Source: an optimization exercise on an open RTL-to-GDS flow (aim: small area and few clock cycles). Production flows keep margins and buffers that such runs may drop. The RTL was checked by simulation tests, not by an equivalence proof against the original design. No run shown here takes its clock network from TritonCTS; it comes from the design's own scripts or RTL. The flow treats the clock pin as an ideal source. Dropping or thinning the clock tree relies on that and would not hold on a real chip. Power figures rest on the tool's default switching activity, not on a simulated workload.

### design/flow/design.v
`timescale 1ns / 1ps
package nrmc_pkg;
    typedef enum logic [1:0] {
        KIND_START = 2'd0,
        KIND_END   = 2'd1,
        KIND_COMMA = 2'd2,
        KIND_CHAR  = 2'd3
    } kind_t;
    typedef struct packed {
        kind_t      kind;
        logic [7:0] ch;
        logic       too_long;
        logic       is_digit;
        logic [3:0] digit;
        logic       hex_ok;
        logic [3:0] hex_val;
    } item_t;
    typedef struct packed {
        logic        too_long;
        logic        bad_digit;
        logic        header_match;
        logic [3:0]  field_index;
        logic        fmt_bad;
        logic [6:0]  char_in_field;
        logic        after_star;
        logic [7:0]  mode_char;
        logic [7:0]  received_check;
        logic [7:0]  running_xor;
        logic [12:0] minute;
        logic [26:0] lat;
        logic [27:0] lon;
        logic        south;
        logic        west;
        logic [6:0]  dd;
        logic [6:0]  mm;
        logic [6:0]  yy;
    } snap_t;
    localparam logic [7:0] CH_DOLLAR = 8'h24;
    localparam logic [7:0] CH_CR     = 8'h0D;
    localparam logic [7:0] CH_COMMA  = 8'h2C;
    localparam logic [7:0] CH_STAR   = 8'h2A;
    localparam logic [7:0] CH_POINT  = 8'h2E;
    localparam logic [7:0] CH_N      = 8'h4E;
    localparam logic [7:0] CH_S_UP   = 8'h53;
    localparam logic [7:0] CH_S_LO   = 8'h73;
    localparam logic [7:0] CH_W_UP   = 8'h57;
    localparam logic [7:0] CH_W_LO   = 8'h77;
    localparam logic [3:0] FIELD_HEADER = 4'd0;
    localparam logic [3:0] FIELD_TIME   = 4'd1;
    localparam logic [3:0] FIELD_LAT    = 4'd3;
    localparam logic [3:0] FIELD_NS     = 4'd4;
    localparam logic [3:0] FIELD_LON    = 4'd5;
    localparam logic [3:0] FIELD_EW     = 4'd6;
    localparam logic [3:0] FIELD_DATE   = 4'd9;
    localparam logic [3:0] FIELD_CHECK  = 4'd12;
    localparam logic [3:0] FIELD_MAX    = 4'd15;
    localparam logic [28:0] LAT_LIMIT = 29'd90000000;
    localparam logic [28:0] LON_LIMIT = 29'd180000000;
    localparam logic [2:0] FAIL_OK       = 3'd0;
    localparam logic [2:0] FAIL_NOT_RMC  = 3'd1;
    localparam logic [2:0] FAIL_FIELDS   = 3'd2;
    localparam logic [2:0] FAIL_FORMAT   = 3'd3;
    localparam logic [2:0] FAIL_MODE_N   = 3'd4;
    localparam logic [2:0] FAIL_CHECKSUM = 3'd5;
    localparam logic [2:0] FAIL_DIGIT    = 3'd6;
    localparam logic [2:0] FAIL_LONG     = 3'd7;
    function automatic logic [7:0] header_char(input logic [2:0] p);
        case (p)
            3'd0:    header_char = 8'h24;
            3'd1:    header_char = 8'h47;
            3'd2:    header_char = 8'h50;
            3'd3:    header_char = 8'h52;
            3'd4:    header_char = 8'h4D;
            3'd5:    header_char = 8'h43;
            default: header_char = 8'h00;
        endcase
    endfunction
    function automatic logic [9:0] minute_weight(input logic [1:0] p);
        case (p)
            2'd0:    minute_weight = 10'd600;
            2'd1:    minute_weight = 10'd60;
            2'd2:    minute_weight = 10'd10;
            default: minute_weight = 10'd1;
        endcase
    endfunction
    function automatic logic [19:0] pow10(input logic [2:0] k);
        case (k)
            3'd0:    pow10 = 20'd1;
            3'd1:    pow10 = 20'd10;
            3'd2:    pow10 = 20'd100;
            3'd3:    pow10 = 20'd1000;
            3'd4:    pow10 = 20'd10000;
            3'd5:    pow10 = 20'd100000;
            default: pow10 = 20'd1000000;
        endcase
    endfunction
    function automatic logic [8:0] month_base(input logic [3:0] m);
        case (m)
            4'd2:    month_base = 9'd31;
            4'd3:    month_base = 9'd59;
            4'd4:    month_base = 9'd90;
            4'd5:    month_base = 9'd120;
            4'd6:    month_base = 9'd151;
            4'd7:    month_base = 9'd181;
            4'd8:    month_base = 9'd212;
            4'd9:    month_base = 9'd243;
            4'd10:   month_base = 9'd273;
            4'd11:   month_base = 9'd304;
            4'd12:   month_base = 9'd334;
            default: month_base = 9'd0;
        endcase
    endfunction
endpackage
`timescale 1ns / 1ps
module nmea_rmc_sentence_parser #(
    parameter int MAX_SENTENCE_LEN = 100,
    parameter int FRACTION_DIGITS  = 4
) (
    input  logic        aclk,
    input  logic        aresetn,
    input  logic        s_tvalid,
    output logic        s_tready,
    input  logic [7:0]  s_tdata,    
    output logic        m_tvalid,
    input  logic        m_tready,
    output logic [87:0] m_tdata
);
    localparam logic [27:0] LON_LIMIT = 28'd180000000;    
    function automatic logic [6:0] lfsr_next(input logic [6:0] s);
        lfsr_next = {s[5:0], s[6] ^ s[5]};
    endfunction
    function automatic logic [6:0] lfsr_after(input int n);
        logic [6:0] s;
        s = 7'd1;
        for (int i = 0; i < n; i++) s = lfsr_next(s);
        lfsr_after = s;
    endfunction
    localparam logic [6:0] LEN_ONE  = 7'd1;
    localparam logic [6:0] LEN_OVER = lfsr_after(MAX_SENTENCE_LEN);
    localparam logic [6:0] LEN_FULL = lfsr_after(MAX_SENTENCE_LEN - 1);
    function automatic logic [29:0] mul10_add(input logic [29:0] x, input logic [3:0] d);
        logic [29:0] s;
        logic        c;
        logic        c2, c3;
        s[0] = d[0];
        s[1] = x[0] ^ d[1];
        c2   = x[0] & d[1];
        s[2] = x[1] ^ d[2] ^ c2;
        c3   = (x[1] & d[2]) | (x[1] & c2) | (d[2] & c2);
        s[3] = x[2] ^ x[0] ^ d[3] ^ c3;
        c    = (x[2] & x[0]) | (x[2] & d[3]) | (x[2] & c3)
             | (x[0] & d[3]) | (x[0] & c3) | (d[3] & c3);
        for (int i = 4; i < 30; i++) begin
            s[i] = x[i-1] ^ x[i-3] ^ c;
            c    = (x[i-1] & x[i-3]) | (x[i-1] & c) | (x[i-3] & c);
        end
        mul10_add = s;
    endfunction
    function automatic logic [3:0] inc4(input logic [3:0] x);
        inc4 = {x[3] ^ (x[2] & x[1] & x[0]), x[2] ^ (x[1] & x[0]), x[1] ^ x[0], !x[0]};
    endfunction
    function automatic logic [2:0] inc3(input logic [2:0] x);
        inc3 = {x[2] ^ (x[1] & x[0]), x[1] ^ x[0], !x[0]};
    endfunction
    function automatic logic [29:0] mul10_add5(input logic [29:0] x, input logic [4:0] e);
        logic [29:0] s;
        logic [5:0]  lo;
        logic        c;
        lo = 6'({x[3:0], 1'b0}) + 6'({x[1:0], 3'b000}) + 6'(e);
        s[4:0] = lo[4:0];
        c = lo[5];
        for (int i = 5; i < 30; i++) begin
            s[i] = x[i-1] ^ x[i-3] ^ c;
            c    = (x[i-1] & x[i-3]) | (x[i-1] & c) | (x[i-3] & c);
        end
        mul10_add5 = s;
    endfunction
    function automatic logic [15:0] add16(input logic [15:0] a, input logic [15:0] b);
        logic c;
        c = 1'b0;
        for (int i = 0; i < 16; i++) begin
            add16[i] = a[i] ^ b[i] ^ c;
            c        = (a[i] & b[i]) | (a[i] & c) | (b[i] & c);
        end
    endfunction
    function automatic logic [15:0] add16c(input logic [15:0] a, input logic [15:0] b,
                                           input logic ci);
        logic c;
        c = ci;
        for (int i = 0; i < 16; i++) begin
            add16c[i] = a[i] ^ b[i] ^ c;
            c         = (a[i] & b[i]) | (a[i] & c) | (b[i] & c);
        end
    endfunction
    function automatic logic gt_const(input logic [29:0] x, input logic [29:0] k);
        logic gt, eq;
        gt = 1'b0;
        eq = 1'b1;
        for (int i = 29; i >= 0; i--) begin
            if (!k[i]) gt = gt | (eq & x[i]);
            eq = eq & (x[i] == k[i]);
        end
        gt_const = gt;
    endfunction
    function automatic logic [7:0] header_char(input logic [2:0] p);
        header_char = (p == 3'd1) ? 8'h47 :
                      (p == 3'd2) ? 8'h50 :
                      (p == 3'd3) ? 8'h52 :
                      (p == 3'd4) ? 8'h4D :
                      (p == 3'd5) ? 8'h43 : 8'h00;
    endfunction
    function automatic logic [8:0] month_base(input logic [3:0] m);
        month_base = 
                           (m == 4'd2) ? 9'd31 :
                           (m == 4'd3) ? 9'd59 :
                           (m == 4'd4) ? 9'd90 :
                           (m == 4'd5) ? 9'd120 :
                           (m == 4'd6) ? 9'd151 :
                           (m == 4'd7) ? 9'd181 :
                           (m == 4'd8) ? 9'd212 :
                           (m == 4'd9) ? 9'd243 :
                           (m == 4'd10) ? 9'd273 :
                           (m == 4'd11) ? 9'd304 :
                           (m == 4'd12) ? 9'd334 :
                           9'd0;
    endfunction
    logic        in_s_reg, out_v_reg;
    logic [6:0]  len_reg;
    logic [3:0]  fi_reg;       
    logic [2:0]  cif_reg;      
    logic        hdr_reg, fmt_reg, mode_n_reg, bad_reg, sp_reg;
    logic [7:0]  xor_reg;      
    logic [12:0] min_reg;
    logic [26:0] lat_val;      
    logic [27:0] lon_val;      
    logic [2:0]  lat_fc_reg, lon_fc_reg;    
    logic        south_reg, west_reg;
    logic [6:0]  dd_reg;
    logic [3:0]  mon_reg;      
    logic        leap_reg;
    logic [7:0] c;
    logic [3:0] d;
    logic       take, is_dollar, is_cr, is_comma, is_star, is_point, is_digit, is_hex;
    logic       start, step, fin, comma, ch;
    logic       f0, f1, f3, f4, f5, f6, f9, f12, after3, after5;
    logic       p0, p1, p23, p_lt4, p_lt6;
    assign c         = s_tdata;
    assign d         = s_tdata[3:0];
    assign s_tready  = !out_v_reg || m_tready;
    assign take      = s_tvalid && s_tready;
    assign is_dollar = (c == 8'h24);
    assign is_cr     = (c == 8'h0D);
    assign is_comma  = (c == 8'h2C);
    assign is_star   = (c == 8'h2A);
    assign is_point  = (c == 8'h2E);
    assign is_digit  = (c[7:4] == 4'h3) && !(c[3] && (c[2] || c[1]));
    assign is_hex    = is_digit || ((c[7:6] == 2'b01) && (c[4:3] == 2'b00)
                                    && (c[2:0] != 3'd0) && (c[2:0] != 3'd7));
    assign start = take && is_dollar;
    assign step  = take && in_s_reg && !is_dollar;
    assign fin   = step && is_cr;
    assign comma = step && is_comma;
    assign ch    = step && !is_cr && !is_comma;
    assign f0     = (fi_reg == 4'd0);
    assign f1     = (fi_reg == 4'd1);
    assign f3     = (fi_reg == 4'd3);
    assign f4     = (fi_reg == 4'd4);
    assign f5     = (fi_reg == 4'd5);
    assign f6     = (fi_reg == 4'd6);
    assign f9     = (fi_reg == 4'd9);
    assign f12    = (fi_reg == 4'd12);
    assign after3 = fi_reg[3] || fi_reg[2];
    assign after5 = fi_reg[3] || (fi_reg[2] && fi_reg[1]);
    assign p0    = (cif_reg == 3'd0);
    assign p1    = (cif_reg == 3'd1);
    assign p23   = (cif_reg[2:1] == 2'b01);
    assign p_lt4 = !cif_reg[2];
    assign p_lt6 = (cif_reg[2:1] != 2'b11);
    always_ff @(posedge aclk) begin
        if (!aresetn) begin
            in_s_reg  <= 1'b0;
            out_v_reg <= 1'b0;
        end else begin
            if (take) in_s_reg <= is_dollar || (in_s_reg && !is_cr);
            if (fin) out_v_reg <= 1'b1;
            else if (m_tready) out_v_reg <= 1'b0;
        end
    end
    always_ff @(posedge aclk) begin
        if (start) len_reg <= LEN_ONE;
        else if (step && (len_reg != LEN_OVER)) len_reg <= lfsr_next(len_reg);
    end
    always_ff @(posedge aclk) begin
        if (start) begin
            fi_reg  <= 4'd0;
            cif_reg <= 3'd1;
        end else if (comma) begin
            if (fi_reg != 4'd15) fi_reg <= inc4(fi_reg);
            cif_reg <= 3'd0;
        end else if (ch) begin
            if (cif_reg != 3'd7) cif_reg <= inc3(cif_reg);
        end
    end
    logic [3:0] ck_val;
    assign ck_val = hex_digit(c);
    always_ff @(posedge aclk) begin
        if (start) begin
            hdr_reg    <= 1'b1;
            fmt_reg    <= 1'b0;
            mode_n_reg <= 1'b0;
            xor_reg    <= '0;
        end else if (comma) begin
            if (f0 && (cif_reg != 3'd6)) hdr_reg <= 1'b0;
            xor_reg <= xor_reg ^ 8'h2C;
        end else if (ch) begin
            if (f0 && (!p_lt6 || (header_char(cif_reg) != c))) hdr_reg <= 1'b0;
            if (!(f12 && !p0)) xor_reg <= xor_reg ^ c;
            else if (f12 && p23) xor_reg <= xor_reg ^ (cif_reg[0] ? {4'h0, ck_val} : {ck_val, 4'h0});
            if (f12 && p1) begin
                if (!is_star) fmt_reg <= 1'b1;
            end else if (is_star) begin
                fmt_reg <= 1'b1;
            end
            if (f12 && p23 && !is_hex) fmt_reg <= 1'b1;
            if (f12 && p0) mode_n_reg <= (c == 8'h4E);
        end
    end
    function automatic logic [3:0] hex_digit(input logic [7:0] ch_in);
        hex_digit = ch_in[6] ? {1'b1, inc3(ch_in[2:0])} : ch_in[3:0];
    endfunction
    always_ff @(posedge aclk) begin
        if (start) begin
            bad_reg <= 1'b0;
        end else if (comma) begin
            if ((f1 && p_lt4) || (f9 && p_lt6)) bad_reg <= 1'b1;
        end else if (ch) begin
            if (((f1 && p_lt4) || (f9 && p_lt6)) && !is_digit) bad_reg <= 1'b1;
            if ((f3 || f5) && !is_digit && !(is_point && !sp_reg)) bad_reg <= 1'b1;
        end
        if (comma) sp_reg <= 1'b0;
        else if (ch && is_point) sp_reg <= 1'b1;
    end
    logic [12:0] min_t, min_b, min_sum;
    always_comb begin
        logic cc;
        cc = 1'b0;
        for (int i = 0; i < 13; i++) begin
            logic e;
            e        = (i < 3) ? d[i+1] : 1'b0;
            min_t[i] = min_reg[i] ^ e ^ cc;
            cc       = (min_reg[i] & e) | (min_reg[i] & cc) | (e & cc);
        end
        min_b = (cif_reg[1:0] == 2'd2) ? (min_reg << 2) : (min_reg << 3);
        cc = 1'b0;
        for (int i = 0; i < 13; i++) begin
            logic a;
            a          = (i == 0) ? d[0] : min_t[i-1];
            min_sum[i] = a ^ min_b[i] ^ cc;
            cc         = (a & min_b[i]) | (a & cc) | (min_b[i] & cc);
        end
    end
    always_ff @(posedge aclk) begin
        if (ch && f1 && p_lt4) begin
            if (p0) min_reg <= 13'(d);
            else min_reg <= min_sum;
        end
    end
    logic [29:0] dd_sum;
    assign dd_sum = mul10_add(30'(dd_reg), d);
    always_ff @(posedge aclk) begin
        if (ch && f9) begin
            case (cif_reg)
                3'd0: dd_reg <= 7'(d);
                3'd1: dd_reg <= dd_sum[6:0];
                3'd2: mon_reg <= {2'b00, (d == 4'd1), (d == 4'd0)};
                3'd3: begin
                    if (mon_reg[0]) mon_reg <= d;
                    else if (mon_reg[1] && (d == 4'd0)) mon_reg <= 4'd10;
                    else if (mon_reg[1] && (d == 4'd1)) mon_reg <= 4'd11;
                    else if (mon_reg[1] && (d == 4'd2)) mon_reg <= 4'd12;
                    else mon_reg <= 4'd0;
                end
                3'd4: leap_reg <= d[0];
                3'd5: leap_reg <= !d[0] && (leap_reg == d[1]);
                default: ;
            endcase
        end
    end
    always_ff @(posedge aclk) begin
        if (start) begin
            south_reg <= 1'b0;
            west_reg  <= 1'b0;
        end else if (ch && p0) begin
            if (f4) south_reg <= ((c & 8'hDF) == 8'h53);
            if (f6) west_reg  <= ((c & 8'hDF) == 8'h57);
        end
    end
    logic        lat_fd, lon_fd, lat_mode, w_step, w_clear, swap;
    logic [4:0]  w_d;
    logic        w_over;
    logic [29:0] w_sum;
    logic [27:0] w_reg, st_reg;
    logic        swapped;
    assign lat_fd   = (lat_fc_reg == 3'd4);
    assign lon_fd   = (lon_fc_reg == 3'd4);
    assign swapped  = (lon_fc_reg == 3'd5);
    assign lat_mode = f3 || swapped;
    assign swap     = after5 && lon_fd;
    assign w_step   = (ch && (f3 || f5) && is_digit && (!sp_reg || !(f3 ? lat_fd : lon_fd)))
                   || (after5 && !swapped && !lon_fd)
                   || (swapped && !lat_fd);
    assign w_clear  = start || (comma && f3) || (fin && !fin_ok);
    assign w_d      = !(f3 || f5) ? 5'd0 : lat_mode ? {d, 1'b0} : {1'b0, d};
    assign w_sum    = mul10_add5(30'(w_reg), w_d);
    assign w_over   = gt_const(30'(w_reg), 30'd18000000)
                   || ((w_reg == 28'd18000000) && (w_d != 5'd0));
    always_ff @(posedge aclk) begin
        if (w_clear) w_reg <= '0;
        else if (swap) w_reg <= st_reg;
        else if (w_step) w_reg <= w_over ? LON_LIMIT : w_sum[27:0];
        if (fin && !fin_ok) st_reg <= '0;
        else if ((comma && f3) || swap) st_reg <= w_reg;
    end
    always_ff @(posedge aclk) begin
        if (start) begin
            lat_fc_reg  <= '0;
            lon_fc_reg  <= '0;
        end else begin
            if (w_step && (f3 ? sp_reg : swapped)) lat_fc_reg <= inc3(lat_fc_reg);
            if ((w_step && (f5 ? sp_reg : (after5 && !swapped))) || swap)
                lon_fc_reg <= inc3(lon_fc_reg);
        end
    end
    assign lat_val = w_reg[27:1];
    assign lon_val = st_reg;
    logic fin_ok;
    assign fin_ok = !((len_reg == LEN_FULL) || (len_reg == LEN_OVER))
                 && hdr_reg && !(f0 && (cif_reg != 3'd6)) && f12 && !fmt_reg
                 && (cif_reg == 3'd4) && !mode_n_reg && (xor_reg == 8'h00) && !bad_reg;
    logic [2:0]  code;
    logic        ok;
    logic [8:0]  doy;
    logic [15:0] doy_sum;
    logic [27:0] lat_o;
    logic [28:0] lon_o;
    logic        lat_any, lon_any;
    always_comb begin
        if (len_reg == LEN_OVER)                      code = 3'd7;
        else if (!hdr_reg || (f0 && (cif_reg != 3'd6))) code = 3'd1;
        else if (!f12)                                code = 3'd2;
        else if (fmt_reg || (cif_reg != 3'd4))        code = 3'd3;
        else if (mode_n_reg)                          code = 3'd4;
        else if (xor_reg != 8'h00)                    code = 3'd5;
        else if (bad_reg)                             code = 3'd6;
        else                                          code = 3'd0;
        ok = (code == 3'd0);
        doy_sum = add16c({9'd0, dd_reg}, {7'd0, month_base(mon_reg)},
                         leap_reg && (mon_reg[3] || mon_reg[2] || (mon_reg[1] && mon_reg[0])));
        doy = doy_sum[8:0];
        lat_any = 1'b0;
        for (int i = 0; i < 27; i++) begin
            lat_o[i] = lat_val[i] ^ (south_reg && lat_any);
            lat_any  = lat_any || lat_val[i];
        end
        lat_o[27] = south_reg && lat_any;
        lon_any = 1'b0;
        for (int i = 0; i < 28; i++) begin
            lon_o[i] = lon_val[i] ^ (west_reg && lon_any);
            lon_any  = lon_any || lon_val[i];
        end
        lon_o[28] = west_reg && lon_any;
        m_tdata        = '0;
        m_tdata[3:1]   = code;
        m_tdata[44:17] = lat_o;
        m_tdata[73:45] = lon_o;
        if (ok) begin
            m_tdata[0]     = 1'b1;
            m_tdata[16:4]  = min_reg;
            m_tdata[82:74] = doy;
        end
    end
    assign m_tvalid = out_v_reg;
endmodule
### design/flow/flow/run.sh
#!/bin/bash
# The standard layout (the standard.sh), with four changes:
# - after the standard synthesis, flow/reopt.sh maps its combinational logic again with an
#   area-oriented ABC script; every flip-flop and tie cell instance is kept exactly as the
#   standard synthesis made it (same names, same cells). 1_synth.odb is then rebuilt from
#   the new netlist (the standard netlist is kept as 1_2_yosys.standard.v);
# - the port buffers use the smallest buffer cell (buf_1);
# - the tie cell that drives the constant outputs is not copied once per output
#   (SKIP_REPAIR_TIE_FANOUT);
# - the clock tree is built by flow/mcts.tcl (ORFS's PRE_CTS_TCL hook) instead of
#   clock_tree_synthesis: one root clkbuf_4 driving eight clkbuf_8, each driving an equal,
#   compact group of flip-flops. The rest of the CTS step and all later steps are ORFS's own.
# Logs: make's output in flow.log, the re-mapping's in reopt.log, every ORFS tool's in
# orfs/logs.
set -euo pipefail
export MCTS_CLOCK_PORT=aclk
export MCTS_LEVELS=3
export MCTS_LEAF_BUF=sky130_fd_sc_hd__clkbuf_8
export MCTS_ROOT_BUF=sky130_fd_sc_hd__clkbuf_4
ARGS=(BUFFER_PORTS_ARGS="-buffer_cell sky130_fd_sc_hd__buf_1" PRE_CTS_TCL="$(pwd)/flow/mcts.tcl"
      SKIP_REPAIR_TIE_FANOUT=1)
RES=orfs/results/sky130hd/nmea_rmc_sentence_parser/base
bash standard.sh "${ARGS[@]}" synth > flow.log 2>&1
cp $RES/1_2_yosys.v $RES/1_2_yosys.standard.v
bash flow/reopt.sh $RES/1_2_yosys.standard.v $RES/1_2_yosys.v reopt.log
bash standard.sh "${ARGS[@]}" do-1_synth >> flow.log 2>&1
bash standard.sh "${ARGS[@]}" finish >> flow.log 2>&1
### design/flow/flow/mcts.tcl
# Clock tree, used in place of clock_tree_synthesis (this file is ORFS's PRE_CTS_TCL hook,
# sourced just before the CTS step calls clock_tree_synthesis).
# The clock's sinks are split by position into 2^MCTS_LEVELS groups of equal size (recursive
# median cuts along the longer side), each group is driven by one MCTS_LEAF_BUF placed at
# the group's centroid, and one MCTS_ROOT_BUF at the centroid of all sinks drives the group
# buffers. The clock port drives only the root buffer. Every sink sees the same two buffer
# stages; detailed placement then legalizes the new buffers, and the CTS step goes on with
# its own timing repair as usual.

proc mcts_split {items axis} {
    set keyed {}
    foreach it $items { lappend keyed [list [lindex $it $axis] $it] }
    set keyed [lsort -integer -index 0 $keyed]
    set n [llength $keyed]
    set h [expr {$n / 2}]
    set a {}
    set b {}
    for {set i 0} {$i < $n} {incr i} {
        if {$i < $h} { lappend a [lindex $keyed $i 1] } else { lappend b [lindex $keyed $i 1] }
    }
    return [list $a $b]
}

proc mcts_centroid {items} {
    set sx 0
    set sy 0
    foreach it $items {
        incr sx [lindex $it 0]
        incr sy [lindex $it 1]
    }
    set n [llength $items]
    return [list [expr {$sx / $n}] [expr {$sy / $n}]]
}

proc mcts_add_buf {block master name x y in_net out_name} {
    set inst [odb::dbInst_create $block $master $name]
    $inst setLocation $x $y
    $inst setPlacementStatus PLACED
    set net [odb::dbNet_create $block $out_name]
    $net setSigType CLOCK
    [$inst findITerm A] connect $in_net
    [$inst findITerm X] connect $net
    return $net
}

proc mcts_build {clock_port levels leaf_buf root_buf} {
    set block [ord::get_db_block]
    set db [ord::get_db]
    set clk_net [[$block findBTerm $clock_port] getNet]
    set leaf_master [$db findMaster $leaf_buf]
    set root_master [$db findMaster $root_buf]
    set items {}
    foreach it [$clk_net getITerms] {
        set bb [[$it getInst] getBBox]
        lappend items [list [expr {([$bb xMin] + [$bb xMax]) / 2}] \
                            [expr {([$bb yMin] + [$bb yMax]) / 2}] $it]
    }
    puts "mcts: [llength $items] clock sinks on [$clk_net getName]"
    set groups [list $items]
    for {set l 0} {$l < $levels} {incr l} {
        set next {}
        foreach g $groups {
            set xs {}
            set ys {}
            foreach it $g {
                lappend xs [lindex $it 0]
                lappend ys [lindex $it 1]
            }
            set xs [lsort -integer $xs]
            set ys [lsort -integer $ys]
            set axis [expr {([lindex $xs end] - [lindex $xs 0]) >= ([lindex $ys end] - [lindex $ys 0]) ? 0 : 1}]
            foreach part [mcts_split $g $axis] { lappend next $part }
        }
        set groups $next
    }
    # Disconnect every sink first, then wire the tree.
    foreach it $items { [lindex $it 2] disconnect }
    lassign [mcts_centroid $items] rx ry
    set root_net [mcts_add_buf $block $root_master mcts_root $rx $ry $clk_net mcts_root_net]
    puts "mcts: root $root_buf at ($rx, $ry)"
    set i 0
    foreach g $groups {
        lassign [mcts_centroid $g] cx cy
        set net [mcts_add_buf $block $leaf_master mcts_leaf_$i $cx $cy $root_net mcts_leaf_net_$i]
        foreach it $g { [lindex $it 2] connect $net }
        puts "mcts: leaf $i $leaf_buf at ($cx, $cy) drives [llength $g] clock pins"
        incr i
    }
}

rename clock_tree_synthesis mcts_unused_clock_tree_synthesis
proc clock_tree_synthesis {args} {
    mcts_build $::env(MCTS_CLOCK_PORT) $::env(MCTS_LEVELS) $::env(MCTS_LEAF_BUF) $::env(MCTS_ROOT_BUF)
    set_propagated_clock [all_clocks]
}
### design/flow/flow/reopt.sh
#!/bin/bash
# Re-map the combinational logic of a synthesized netlist for area, keeping every flip-flop
# (and tie cell) instance exactly as it is (same instance names, same cells).
# The ABC script: two rounds of dc2/resub rewriting, each followed by area mapping with
# amap, then a minute of &deepsyn and a last amap. &deepsyn is randomized, so four runs
# with seeds 0..3 go in parallel and the netlist with the smallest cell area is kept.
# usage: reopt.sh IN.v OUT.v LOG
set -euo pipefail
IN=$1; OUT=$2; LOG=$3
FH=${FLOW_HOME:-/OpenROAD-flow-scripts/flow}
LIB=$FH/platforms/sky130hd/lib/sky130_fd_sc_hd__tt_025C_1v80.lib
DU=""
for c in sky130_fd_sc_hd__probe_p_8 sky130_fd_sc_hd__probec_p_8 $(grep -o 'sky130_fd_sc_hd__lpflow_[a-z0-9_]*' $FH/platforms/sky130hd/config.mk | sort -u); do DU="$DU -dont_use $c"; done
KEEP=$(grep -o '^\s*sky130_fd_sc_hd__[a-z0-9_]*' $IN | sort -u | grep -E 'df|conb|dl' | tr '\n' ' ')
R="dc2;resub,-K,8;dc2;resub,-K,10,-N,2;dc2;dch,-f;amap"
for S in 0 1 2 3; do
cat > $OUT.$S.ys <<EOT
read_liberty -ignore_miss_func $LIB
read_verilog $IN
hierarchy -top nmea_rmc_sentence_parser
setattr -mod -set keep_hierarchy 1 $KEEP
flatten
opt_clean -purge
abc -liberty $LIB $DU -script +strash;$R;strash;$R;&get,-n;&deepsyn,-T,60,-S,$S;&put;dch,-f;amap;topo;dnsize;
opt_clean -purge
rename -hide w:*
rename -enumerate -pattern reopt_%_ w:* c:*
stat -liberty $LIB
select nmea_rmc_sentence_parser
write_verilog -noattr -noexpr -selected $OUT.$S.v
EOT
yosys -l $LOG.$S -q $OUT.$S.ys > /dev/null &
done
wait
best=""; best_area=""
for S in 0 1 2 3; do
    a=$(grep "Chip area for top module" $LOG.$S | grep -o '[0-9.]*$')
    echo "seed $S: cell area $a" >> $LOG
    if [[ -z "$best" ]] || python3 -c "import sys; sys.exit(0 if float('$a') < float('$best_area') else 1)"; then
        best=$S; best_area=$a
    fi
done
echo "kept seed $best ($best_area)" >> $LOG
cp $OUT.$best.v $OUT
### design/flow/standard.sh
#!/bin/bash
# synth_recipe.tcl (not shown) runs the flow's synth.tcl, then flattens the netlist and writes it again
# the make line also repeats each setting of config.mk as NAME=value (left out here)
make -C /OpenROAD-flow-scripts/flow DESIGN_CONFIG=/design/flow/config.mk WORK_HOME=/design/flow/orfs CLKGATE_MAP_FILE= SYNTH_SCRIPT=/design/flow/synth_recipe.tcl "${@:-finish}"
### design/flow/config.mk
export PLATFORM = sky130hd
export DESIGN_NAME = nmea_rmc_sentence_parser
export DESIGN_NICKNAME = nmea_rmc_sentence_parser
export VERILOG_FILES = /design/flow/design.v
export SDC_FILE = /design/flow/constraint.sdc
export NUM_CORES = 4
export LEC_CHECK = 0
export CAP_MARGIN = 20
export CORE_MARGIN = 2
export CORE_UTILIZATION = 40
export SLEW_MARGIN = 20
### design/flow/constraint.sdc
create_clock -name core_clock -period 12.0 [get_ports {aclk}]
set_input_delay 2.4000 -clock core_clock [delete_from_list [all_inputs] [get_ports {aclk}]]
set_output_delay 2.4000 -clock core_clock [all_outputs]
set_load 0.01 [all_outputs]
==> results of run 1 <==
[area by class of cell]
cell class                 instances  area [um^2]  share of cell area, %
sequential                       118         2610                   31.4
inverter                         146          548                   6.58
tap                              229          287                   3.44
multi-input combinational        825         4330                   52.0
buffer                             9          118                   1.41
antenna                            1         2.50                 0.0300
timing repair buffer             105          428                   5.14
[cell usage in the layout, fill, tap and decap left out, types with 4 or more instances in the layout]
cell and instances:
sky130_fd_sc_hd__a2111oi_0 4, sky130_fd_sc_hd__a211oi_1 22, sky130_fd_sc_hd__a21oi_1 65, sky130_fd_sc_hd__a221oi_1 4
sky130_fd_sc_hd__a222oi_1 11, sky130_fd_sc_hd__a22oi_1 24, sky130_fd_sc_hd__a311oi_1 6, sky130_fd_sc_hd__a31oi_1 17
sky130_fd_sc_hd__and2_0 8, sky130_fd_sc_hd__buf_1 96, sky130_fd_sc_hd__buf_4 9, sky130_fd_sc_hd__clkbuf_8 8
sky130_fd_sc_hd__clkinv_1 146, sky130_fd_sc_hd__dfxtp_1 93, sky130_fd_sc_hd__edfxtp_1 25, sky130_fd_sc_hd__nand2_1 130
sky130_fd_sc_hd__nand3_1 13, sky130_fd_sc_hd__nand4_1 4, sky130_fd_sc_hd__nor2_1 194, sky130_fd_sc_hd__nor2b_1 14
sky130_fd_sc_hd__nor3_1 26, sky130_fd_sc_hd__nor4_1 6, sky130_fd_sc_hd__o211ai_1 4, sky130_fd_sc_hd__o21a_1 26
sky130_fd_sc_hd__o21ai_0 122, sky130_fd_sc_hd__o221ai_1 6, sky130_fd_sc_hd__o22ai_1 67, sky130_fd_sc_hd__or2_0 11
sky130_fd_sc_hd__or3_1 7, sky130_fd_sc_hd__or4_1 4
[where the power goes]
part	switching (mW)	internal, mW
sequential	0.00801	0.415
combinational	0.0831	0.0354
clock	0.129	0.0632
[metal layers]
layer	part of all wire, %	wire length [um]
met1	49	10900
met2	43	9650
met3	6.4	1430
met4	1.8	410
met5	0	0
[through the flow]
step                      instances  hold slack (ns)  util, %  worst slack [ns]  cell area [um^2]
after global routing           1432            0.502     45.9             0.602              8330
after floorplan                1089            0.436        -              2.86              7470
after CTS                      1432            0.470     45.9              2.03              8330
after global placement         1423            0.450     45.2              1.79              8210
after detailed placement       1423            0.455     45.2              1.50              8210
final                          1433            0.464     45.9              1.81              8330
[critical path, delay by kind of cell]
family	cells	cell delay [ns]
AND/OR/NAND/NOR	26	3.63
AO/OA/AOI/OAI	26	3.61
buffers and inverters	3	0.95
[worst paths after layout]
path	slack, ns	cells past startpoint	endpoint	start
setup / recovery	1.81	55	w_reg[26]$_SDFFE_PP0P_	s_tdata[2]
hold / removal	0.46	1	lat_fc_reg[2]$_SDFFE_PP0P_	lat_fc_reg[2]$_SDFFE_PP0P_
setup reg to reg	3.28	60	w_reg[26]$_SDFFE_PP0P_	fi_reg[3]$_SDFFE_PP0P_
hold reg to reg	0.46	1	lat_fc_reg[2]$_SDFFE_PP0P_	lat_fc_reg[2]$_SDFFE_PP0P_
==> results_dict.tcl, run 1 <==
set metrics [dict create \
    nFillCells 1929 \
    drc_errors 0 \
    dieArea_um2 19800 \
    cts.repair_timing.setup_buffer_count 0 \
    period_needed_ns 10.19 \
    power_per_cell_area_nw_per_um2 88.1 \
    worst_path_most_repeated_cell "sky130_fd_sc_hd__a21oi_1" \
    core.rowCount 49 \
    floorplan.die.width_um 141 \
    area_growth_syn_to_layout_pct 11.4 \
    synth_fp_nets 1101 \
    worstMarginPinSlew_ns 1.15 \
    wl_mm 22.4 \
    hold_path_class "reg2reg" \
    floorplan.initialDensity_pct 41.2 \
    cts_hold_buf 0 \
    final_layout_size_suffix_gt1_share_pct 1.83 \
    slowest_delay_ns 0.51 \
    clock_insertion_delay_worst_skew_ns 0.51 \
    syn-cell-area_um2 7470 \
    routed_wire_length_per_instance_um 15.7 \
    power_leakage_nw 2.88 \
    via_count_of_the_first_global_routing_pass 7479 \
    die_y_um 141 \
    unrepaired_setup_endpoints_after_global_routing "no" \
    drtAntennaViolNets 0 \
    max_clock_freq_mhz 98.1 \
    global_route_wire_length_before_repair_mm 37.6 \
    finish.net_count 1217 \
    start_kind "input pin" \
    wp_data_required_ns 12.38 \
    port-buffer-count 96 \
    hpwl_mm 16.6 \
    critPathSlowestCell "sky130_fd_sc_hd__clkinv_1" \
    grt_busiest_layer "met2" \
    grtUsageMet2_pct 35.5 \
    p_total_mw 0.734 \
    cts.reportedPaths.clkPinSlew_ns 0.10 \
    max_cap_violations 0 \
    timing.critical_path.arrival_ns 10.57 \
    grt_util_all_layers_pct 22.4 \
    ioPinCount 102 \
    detailedRoute.firstIterationViolations 671 \
    grtUsageMet3_pct 1.43 \
    placeableCoreArea_um2 18100 \
    finalCritPeriodShare_pct 84.9 \
    postSynthCellCount 1089 \
    post_cts_resize_count 0 \
    globalplace.congestion 0.916 \
    via_count 8213 \
    worst_ir_drop_vdd_mv 0.0480 \
    critical_path.max_fanout 16 \
    grt_antenna_before_repair 1 \
    use_met1_pct 33.7 \
    ys.warnings.count 1 \
    grt_start_max_net_pins 30 \
    setup_tns_ns 0 \
    worstSetupEndpointType "register" \
    synthesized_area_per_cell_um2 6.86 \
    final_hold_viol_count 0 \
    drv_slew 0 \
    final-setup-viol-count 0 \
    path_class "in2reg" \
    global_route.overflow_total 0 \
    clock-skew-final_ns 0.0193 \
    status "complete, no violations" \
    viasPerCell 5.73 \
    slew_headroom_pct 23.1 \
    drt_first_pass_iters 5 \
]
Testbench counts, summed over its fixed seeds: cycles 117,293.
==> inputs of run 2 (changes only) <==
--- a/design/flow/config.mk
+++ b/design/flow/config.mk
@@ -7,5 +7,5 @@
 export LEC_CHECK = 0
 export CAP_MARGIN = 20
 export CORE_MARGIN = 2
-export CORE_UTILIZATION = 40
+export CORE_UTILIZATION = 65
 export SLEW_MARGIN = 20
==> run 2 against run 1 <==
  * First-iteration DRC count is 33% higher
  * Core utilization is 27 points higher
  * Total power is 1.1% lower
  * Clock power is 5% lower
  * Final cell count is 6.1% lower
  * Flip-flop and latch count stayed put
  * Synthesized cell count stayed put
==> results_dict.tcl, run 2 <==
set metrics [dict create \
    slowest_delay_ns 0.48 \
    power_leakage_nw 2.88 \
    drtAntennaViolNets 0 \
    global_route_wire_length_before_repair_mm 35.5 \
    power_per_cell_area_nw_per_um2 88.3 \
    ioPinCount 102 \
    num_antenna_cells 0 \
    hold_path_class "reg2reg" \
    grt_start_max_net_pins 30 \
    critPathTopFamily "simple AND/OR/NAND/NOR gates" \
    worst_ir_drop_vdd_mv 0.120 \
    via_count 8400 \
    path_class "in2reg" \
    cts.repair_timing.setup_buffer_count 0 \
    worstSetupEndpointType "register" \
    syn-cell-area_um2 7470 \
    status "complete, no violations" \
    floorplan.die.width_um 111 \
    dieArea_um2 12400 \
    timing.critical_path.arrival_ns 10.53 \
    final-setup-viol-count 0 \
    worst_path_most_repeated_cell "sky130_fd_sc_hd__a21oi_1" \
    seqPwrFrac_pct 58.5 \
    cts_hold_buf 0 \
    drc_errors 0 \
    max_clock_freq_mhz 98.5 \
    use_met1_pct 48.8 \
    port-buffer-count 96 \
    grt_antenna_before_repair 0 \
    area_growth_syn_to_layout_pct 9.98 \
    grt_busiest_layer "met2" \
    critical_path.max_fanout 16 \
    drv_slew 0 \
    worstMarginPinSlew_ns 0.982 \
    cts.reportedPaths.clkPinSlew_ns 0.11 \
    start_kind "input pin" \
    synthesized_area_per_cell_um2 6.86 \
    preCtsSetupSlack_ns 1.59 \
    global_route.overflow_total 0 \
    power.combinational.fraction_pct 16.1 \
    critPathSlowestCell "sky130_fd_sc_hd__clkinv_1" \
    ys.warnings.count 1 \
    final_hold_viol_count 0 \
    synth_fp_nets 1101 \
    viasPerCell 6.24 \
    floorplan.initialDensity_pct 66.0 \
    hpwl_mm 15.6 \
    power.clock.fraction_pct 25.4 \
    die_y_um 111 \
    placeableCoreArea_um2 11300 \
    max_cap_violations 0 \
    grtUsageMet3_pct 3.77 \
    grt_util_all_layers_pct 33.3 \
    clock-skew-final_ns 0.0209 \
    drt_first_pass_iters 6 \
    via_count_of_the_first_global_routing_pass 7363 \
    routed_wire_length_per_instance_um 15.7 \
    p_sw_share_pct 29.3 \
    clock_insertion_delay_worst_skew_ns 0.51 \
    globalplace.congestion 0.969 \
    detailedRoute.firstIterationViolations 895 \
    wl_mm 21.2 \
    unrepaired_setup_endpoints_after_global_routing "no" \
    most-common-layout-cells "sky130_fd_sc_hd__nor2_1 (194), sky130_fd_sc_hd__clkinv_1 (146), sky130_fd_sc_hd__nand2_1 (130)" \
    final_layout_size_suffix_gt1_share_pct 1.91 \
    mostFrequentLayoutCell "sky130_fd_sc_hd__nor2_1" \
    finalCritPeriodShare_pct 84.6 \
    period_needed_ns 10.15 \
    slew_headroom_pct 34.3 \
    postSynthCellCount 1089 \
    switching_pwr_mw 0.213 \
    wp_data_required_ns 12.38 \
    layout_setup_ws_ns 1.85 \
    post_cts_resize_count 0 \
    grtUsageMet2_pct 53.5 \
    cp_num_buf_inv 3 \
    power.internal_mw 0.513 \
    setup_tns_ns 0 \
    finish.net_count 1217 \
    core.rowCount 39 \
]
run 2: cell type report:
class                           count  area, um^2
Buffer                              9         118
Fill cell                         986        3100
Inverter                          146         548
Multi-Input combinational cell    825        4340
Sequential cell                   118        2610
Tap cell                          143         179
Timing Repair Buffer              105         428
run 2: metrics by stage:
step	power [mW]	hold WS (ns)	instances	cell area, um^2	util, %
after floorplan	0.506	0.436	1089	7470	-
after global placement	0.545	0.447	1337	8100	71.6
after detailed placement	0.548	0.460	1337	8100	71.6
after global routing	0.756	0.495	1346	8220	72.6
final	0.726	0.475	1346	8220	72.6
after CTS	0.729	0.477	1346	8220	72.6
run 2: layer usage:
layer	up-vias	part of all wire (%)
li1	4189	-
met1	3810	45
met2	363	45
met3	38	8.6
met4	0	1.4
met5	-	0
run 2: power groups by stage:
stage	Combinational [mW]	Sequential [mW]	Clock, mW
2_1_floorplan	0.0757	0.431	0
3_3_place_gp	0.113	0.433	0
3_5_place_dp	0.115	0.433	0
4_1_cts	0.116	0.424	0.189
5_1_grt	0.128	0.425	0.203
6_report	0.117	0.424	0.184
run 2: worst paths after layout:
kind	start	endpoint	slack, ns	cells past startpoint
worst max-delay path	s_tdata[2]	w_reg[26]$_SDFFE_PP0P_	1.85	55
worst min-delay path	xor_reg[4]$_SDFFE_PP0P_	xor_reg[4]$_SDFFE_PP0P_	0.47	1
worst max register to register	fi_reg[3]$_SDFFE_PP0P_	w_reg[26]$_SDFFE_PP0P_	3.32	61
worst min register to register	xor_reg[4]$_SDFFE_PP0P_	xor_reg[4]$_SDFFE_PP0P_	0.47	1
==> inputs of run 3 (changes only) <==
--- a/design/flow/design.v
+++ b/design/flow/design.v
@@ -311,11 +311,8 @@
             xor_reg    <= '0;
         end else if (comma) begin
             if (f0 && (cif_reg != 3'd6)) hdr_reg <= 1'b0;
-            xor_reg <= xor_reg ^ 8'h2C;
         end else if (ch) begin
             if (f0 && (!p_lt6 || (header_char(cif_reg) != c))) hdr_reg <= 1'b0;
-            if (!(f12 && !p0)) xor_reg <= xor_reg ^ c;
-            else if (f12 && p23) xor_reg <= xor_reg ^ (cif_reg[0] ? {4'h0, ck_val} : {ck_val, 4'h0});
             if (f12 && p1) begin
                 if (!is_star) fmt_reg <= 1'b1;
             end else if (is_star) begin
@@ -324,6 +321,10 @@
             if (f12 && p23 && !is_hex) fmt_reg <= 1'b1;
             if (f12 && p0) mode_n_reg <= (c == 8'h4E);
         end
+        if (!start && (comma || ch)) begin
+            if (comma || !(f12 && !p0)) xor_reg <= xor_reg ^ c;
+            else if (f12 && p23) xor_reg <= xor_reg ^ (cif_reg[0] ? {4'h0, ck_val} : {ck_val, 4'h0});
+        end
     end
     function automatic logic [3:0] hex_digit(input logic [7:0] ch_in);
         hex_digit = ch_in[6] ? {1'b1, inc3(ch_in[2:0])} : ch_in[3:0];
--- a/design/flow/config.mk
+++ b/design/flow/config.mk
@@ -7,5 +7,5 @@
 export LEC_CHECK = 0
 export CAP_MARGIN = 20
 export CORE_MARGIN = 2
-export CORE_UTILIZATION = 65
+export CORE_UTILIZATION = 40
 export SLEW_MARGIN = 20
==> run 3 against run 2 <==
  * Core utilization shrank 27 points
  * Flip-flop and latch count is the same
  * Via count shrank 2.6%
  * Final cell count grew 6.5%
  * Maximum frequency grew 4.0%
  * Die area grew 60%
  * Critical endpoint is now w_reg[27]$_SDFFE_PP0P_
  * Global-route usage shrank 11 points
  * Register-to-register slack gained 0.18 ns
  * Worst setup slack gained 0.39 ns
==> results_dict.tcl, run 3 <==
set metrics [dict create \
    grt_antenna_before_repair 1 \
    place_area_um2 8200 \
    clock_insertion_delay_worst_skew_ns 0.52 \
    setup_tns_ns 0 \
    slew_headroom_pct 49.3 \
    synthesized_area_per_cell_um2 6.86 \
    start_kind "input pin" \
    whs_endpoint "xor_reg[4]$_DFF_P_" \
    final_hold_viol_count 0 \
    grt_start_max_net_pins 22 \
    worstHoldPathCells 1 \
    critical_path.max_fanout 15 \
    postSynthCellCount 1087 \
    post_cts_resize_count 0 \
    grtUsageMet2_pct 36.7 \
    drtAntennaViolNets 0 \
    most-common-layout-cells "sky130_fd_sc_hd__nor2_1 (201), sky130_fd_sc_hd__clkinv_1 (160), sky130_fd_sc_hd__o21ai_0 (123)" \
    worstSetupEndpointType "register" \
    drc_errors 0 \
    routed_wire_length_per_instance_um 15.7 \
    grt_util_all_layers_pct 21.8 \
    wl_mm 22.5 \
    drt_first_pass_iters 5 \
    timing.critical_path.arrival_ns 10.17 \
    synth_fp_nets 1099 \
    worst_ir_drop_vdd_mv 0.0965 \
    timing.reg2reg.worst_path_depth 60 \
    p_total_mw 1.31 \
    grt_busiest_layer "met2" \
    layout_setup_ws_ns 2.23 \
    r2r-end "w_reg[27]$_SDFFE_PP0P_" \
    globalplace.congestion 0.909 \
    mostFrequentLayoutCell "sky130_fd_sc_hd__nor2_1" \
    path_class "in2reg" \
    global_route_wire_length_before_repair_mm 36.5 \
    use_met1_pct 31.0 \
    die_y_um 141 \
    dieArea_um2 19700 \
    slowest_delay_ns 0.50 \
    placeableCoreArea_um2 18100 \
    critical_path.reg2reg.startpoint "fi_reg[1]$_SDFFE_PP0P_" \
    cts.reportedPaths.clkPinSlew_ns 0.10 \
    power_leakage_nw 2.77 \
    ys.warnings.count 1 \
    worst_path_most_repeated_cell "sky130_fd_sc_hd__o21ai_0" \
    hold_path.startpoint "xor_reg[4]$_DFF_P_" \
    ioPinCount 102 \
    hpwl_mm 16.7 \
    finalInstanceArea_um2 8320 \
    grtUsageMet3_pct 1.40 \
    status "complete, no violations" \
    internal_reg_to_reg_setup_slack_ns 3.50 \
    cts.repair_timing.setup_buffer_count 0 \
    power_per_cell_area_nw_per_um2 158 \
    cts_hold_buf 0 \
    finish.net_count 1217 \
    max_clock_freq_mhz 102 \
    worstMarginPinSlew_ns 0.755 \
    global_route.overflow_total 0 \
    via_count 8178 \
    final-setup-viol-count 0 \
    final_layout_size_suffix_gt1_share_pct 1.91 \
    floorplan.initialDensity_pct 41.1 \
    area_growth_syn_to_layout_pct 11.7 \
    viasPerCell 5.71 \
    port-buffer-count 96 \
    critPathSlowestCell "sky130_fd_sc_hd__clkinv_1" \
    floorplan.die.width_um 141 \
    preCtsSetupSlack_ns 1.94 \
    clock-skew-final_ns 0.0165 \
    finalCritPeriodShare_pct 81.4 \
    detailedRoute.firstIterationViolations 567 \
    syn-cell-area_um2 7450 \
    hold_path_class "reg2reg" \
    max_cap_violations 0 \
    drv_slew 0 \
    period_needed_ns 9.77 \
    wp_data_required_ns 12.40 \
    core.rowCount 49 \
    unrepaired_setup_endpoints_after_global_routing "no" \
    via_count_of_the_first_global_routing_pass 7290 \
]
[run 3: power breakdown]
part | total (mW) | internal, mW | leakage (nW) | switching [mW]
clock | 0.194 | 0.0632 | 0.0621 | 0.131
combinational | 0.537 | 0.184 | 1.71 | 0.353
sequential | 0.580 | 0.495 | 0.994 | 0.0849
total | 1.31 | 0.742 | 2.77 | 0.569
[run 3: final cells by class]
cell class	count	area [um^2]
multi-input cells	809	4260
repair buffers	107	443
flip-flops and latches	118	2610
well taps	229	287
inverters	160	601
plain buffers	9	118
fillers	1932	9830
diodes	1	2.50
[run 3: how the worst max path moves through the flow]
stage	from	to	depth (start not counted)
after floorplan	s_tdata[1]	w_reg[27]$_SDFFE_PP0P_	53
after global placement	s_tdata[1]	w_reg[27]$_SDFFE_PP0P_	54
after detailed placement	s_tdata[1]	w_reg[27]$_SDFFE_PP0P_	54
after CTS	s_tdata[1]	w_reg[27]$_SDFFE_PP0P_	54
after global routing	s_tdata[1]	w_reg[27]$_SDFFE_PP0P_	54
final	s_tdata[1]	w_reg[27]$_SDFFE_PP0P_	54
[run 3: layer usage]
layer  vias up  routed length [um]
li1       4212                   -
met1      3703               10800
met2       232               10100
met3        31                1100
met4         0                 467
met5         -                   0
[run 3: worst max-delay path: cells and delay by family]
kind	cells	cell delay [ns]
simple gates	24	2.69
compound gates	28	4.15
buf+inv	2	0.91
[run 3: through the flow]
step / hold WS (ns) / util, % / instances
final: 0.458 / 45.9 / 1433
after global placement: 0.439 / 45.2 / 1423
after CTS: 0.464 / 45.8 / 1432
after detailed placement: 0.450 / 45.2 / 1423
after global routing: 0.481 / 45.8 / 1432
after floorplan: 0.430 / - / 1087
Testbench counts of run 3, summed over its fixed seeds: cycles 117,293.

-- port drivers added, routing unchanged --
In the flow no input, the clock included, has a driving cell. The finished layouts below were timed again as built, in two steps. Step 1 (the two cells are an assumption about what drives the block):
set clk [get_ports {aclk}]
set_driving_cell -lib_cell sky130_fd_sc_hd__clkbuf_16 $clk
set_driving_cell -lib_cell sky130_fd_sc_hd__buf_2 [delete_from_list [all_inputs] $clk]
Step 2 times the ports against the registers' clock, not the clock port: input delays grow and output delays shrink by t, the midpoint of the rising clock arrivals with the driver on. Slacks: no drivers / after step 1 / after step 2; pairs: no drivers / after step 1.
| run | t, ns | setup slack, ns | clock arrival spread, ns | pins driven straight from the clock port |
|---|---|---|---|---|
| run 1 | 0.538 | 1.811 / 1.810 / 1.272 | 0.020 / 0.020 | 1 |
| run 2 | 0.532 | 1.847 / 1.858 / 1.327 | 0.021 / 0.021 | 1 |
| run 3 | 0.550 | 2.233 / 2.249 / 1.699 | 0.017 / 0.017 | 1 |
After both steps setup and hold are still met in every run listed. The setup slack of run 1, which loses most, moves by -0.001 ns with the drivers and by -0.539 ns with both steps.
